Source: an optimization exercise on an open RTL-to-GDS flow (aim: small area). Production flows keep margins and buffers that such runs may drop.
The RTL was checked by simulation tests, not by an equivalence proof against the original design.
Power is estimated from default activity; no workload was simulated. The flow treats the clock pin as an ideal source, which a real chip does not have.

harbor:
// noc_router
module noc_router #(
    parameter int router_id = 0
) (
    input  logic                    clock,
    input  logic                    reset_n,
    input  logic  [noc_pkg::num_ports-1:0]   put_inbound,
    input  noc_pkg::byte_t [noc_pkg::num_ports-1:0]   payload_inbound,
    input  logic  [noc_pkg::num_ports-1:0]   free_outbound,
    output logic  [noc_pkg::num_ports-1:0]   free_inbound,
    output logic  [noc_pkg::num_ports-1:0]   put_outbound,
    output noc_pkg::byte_t [noc_pkg::num_ports-1:0]   payload_outbound
);
export LEC_CHECK = 0
export CAP_MARGIN = 20
export CORE_MARGIN = 2
export CORE_UTILIZATION = 65
export CTS_CLUSTER_DIAMETER = 100
export CTS_CLUSTER_SIZE = 30
export SLEW_MARGIN = 20
export SYNTH_HIERARCHICAL = 1
create_clock -name core_clock -period 5.5 [get_ports {clock}]
standard.sh (not shown) runs the stock make flow with config.mk's settings and CLKGATE_MAP_FILE= SYNTH_SCRIPT=/design/flow/synth_recipe.tcl, a recipe that flattens the netlist after the stock synthesis.
==> flow/flow/run.sh <==
#!/bin/bash
# The standard layout (standard.sh) with three changes:
#  - synthesis maps with an area-recovering ABC script (flow/abc_area.script, Yosys's
#    default liberty script with more area-recovery rounds) in place of ORFS's delay-driven abc_speed.script; the rest of
#    the synthesis, and so every register's name and cell, is the standard one;
#  - clock tree synthesis inserts no dummy loads;
#  - the port buffers are buf_1 cells.
# Each step's full output goes to a log file in this folder (and ORFS's own logs to orfs/logs).
set -euo pipefail
W=$(pwd)

rm -rf "$W/orfs_scripts"
cp -r "$FLOW_HOME/scripts" "$W/orfs_scripts"
cp "$W/flow/abc_area.script" "$W/orfs_scripts/abc_speed.script"

SCRIPTS_DIR="$W/orfs_scripts" bash "$W/standard.sh" synth > "$W/synth.log" 2>&1

export CTS_ARGS="-sink_clustering_enable -repair_clock_nets -sink_clustering_size 30 -sink_clustering_max_diameter 100 -dont_use_dummy_load"
export BUFFER_PORTS_ARGS="-buffer_cell sky130_fd_sc_hd__buf_1"
bash "$W/standard.sh" > "$W/layout.log" 2>&1
==> flow/flow/abc_area.script <==
strash
&get -n
&fraig -x
&put
scorr
dc2
dretime
strash
&get -n
&dch -f
&nf -R 1000
&put
[inputs] onyx vs harbor
# harbor
export LEC_CHECK = 0
export CAP_MARGIN = 20
export CORE_MARGIN = 2
export CORE_UTILIZATION = 65
export CTS_CLUSTER_DIAMETER = 100
export CTS_CLUSTER_SIZE = 30
export SLEW_MARGIN = 20
export SYNTH_HIERARCHICAL = 1
create_clock -name core_clock -period 5.5 [get_ports {clock}]
# onyx
export LEC_CHECK = 0
export CAP_MARGIN = 20
export CORE_MARGIN = 2
export CORE_UTILIZATION = 55
export CTS_CLUSTER_DIAMETER = 100
export CTS_CLUSTER_SIZE = 30
export GPL_TIMING_DRIVEN = 0
export SLEW_MARGIN = 20
export SYNTH_HIERARCHICAL = 1
create_clock -name core_clock -period 5.5 [get_ports {clock}]
[summary]
- The lower amount of wire on met2 after detailed routing of harbor and onyx is in harbor.
- Diff harbor and onyx: final total power lower in harbor
- Changes observed in onyx relative to harbor: buffers inserted during post-CTS setup optimization +6; share of the core filled with cells lost 9.2 points.
- In onyx the relative contribution of combinational cells to total power turned out 2.7 points higher than in harbor.

* * *

## JK
noc_router, a different RTL version from the one above (not shown whole).
For scale: ~5400 cells after synthesis, roughly 82 I/O pins, about 110000 µm² of cells after synthesis.
Design noc_router, start of the top module:
module noc_router #(
    parameter int router_id = 0
) (
    input  logic                    clock,
    input  logic                    reset_n,
    input  logic  [noc_pkg::num_ports-1:0]   put_inbound,
    input  noc_pkg::byte_t [noc_pkg::num_ports-1:0]   payload_inbound,
    input  logic  [noc_pkg::num_ports-1:0]   free_outbound,
    output logic  [noc_pkg::num_ports-1:0]   free_inbound,
    output logic  [noc_pkg::num_ports-1:0]   put_outbound,
    output noc_pkg::byte_t [noc_pkg::num_ports-1:0]   payload_outbound
);
    logic [noc_pkg::num_ports-1:0][31:0]       in_packet;
    logic [noc_pkg::num_ports-1:0][3:0][3:0]   in_shift;    
    logic [noc_pkg::num_ports-1:0][3:0]        in_full;     
    logic [noc_pkg::num_ports-1:0][noc_pkg::num_sources-1:0]      q_read;
    logic [noc_pkg::num_ports-1:0][noc_pkg::num_sources-1:0]      q_full;
    logic [noc_pkg::num_ports-1:0][noc_pkg::num_sources-1:0]      q_empty;
  ...
Settings: LEC_CHECK=0, CAP_MARGIN=20, CORE_MARGIN=2, CORE_UTILIZATION=55, CTS_CLUSTER_DIAMETER=100, CTS_CLUSTER_SIZE=30, SLEW_MARGIN=20, SYNTH_HIERARCHICAL=1; clock period 5.5 ns.
Scripts as last shown in full above: flow/flow/run.sh, flow/flow/abc_area.script
The inputs of MS differ from those of JK as listed below.
- CORE_UTILIZATION changed from 55 to 40
-- flow/flow/run.sh --
<<< JK, line 3
#  - synthesis maps with an area-recovering ABC script (flow/abc_area.script, Yosys's
#    default liberty script with more area-recovery rounds) in place of ORFS's delay-driven abc_speed.script; the rest of
#    the synthesis, and so every register's name and cell, is the standard one;
>>> MS, line 3
#  - synthesis maps with an area-recovering ABC script (flow/abc_area.script, Yosys's
#    default liberty script) in place of ORFS's delay-driven abc_speed.script; the rest of
#    the synthesis, and so every register's name and cell, is the standard one;
-- flow/flow/abc_area.script --
<<< JK, line 10
&dch -f
&nf -R 1000
&put
>>> MS, line 10
&dch -f
&nf
&put
Results
- Synthesized instance count essentially unchanged between JK and MS.
- Of MS and JK, it is MS that has the higher power.
- MS packs its core looser than JK.
- On MS: number of vias after detailed routing is about 1.5% higher than what JK gave.
- Compared with JK, MS degrades area after synthesis.
- Count of inserted tapcells (higher): MS
- In MS, the layout buffer count excluding clock buffers came out about 14% above the value in JK.

[what the ideal ports hide]
The flow's constraints put no driver on any port. The routed layouts listed below were extracted and timed again, unchanged, in two steps. Step 1, drivers: a clkbuf_16 drives clock and a buf_2 each remaining input, both assumed. Step 2, shift: input delay + t, output delay - t, t = (earliest + latest rising clock arrival at the registers) / 2. This alone moves slack from input paths to output paths. a / b / c = no drivers / after step 1 / after step 2; a / b = the first two.
| run | t (ns) | setup slack, ns | worst setup path at the end | worst data-port slew with drivers (ns) |
|---|---|---|---|---|
| harbor | 0.849 | 0.419 / 0.419 / 0.419 | register to register | 0.16 |
| onyx | 0.871 | 0.163 / 0.163 / 0.163 | register to register | 0.11 |
| JK | 0.871 | 0.457 / 0.457 / 0.457 | register to register | 0.11 |
| MS | 0.867 | 0.482 / 0.482 / 0.482 | register to register | 0.18 |
After both steps setup and hold are still met in every run listed.
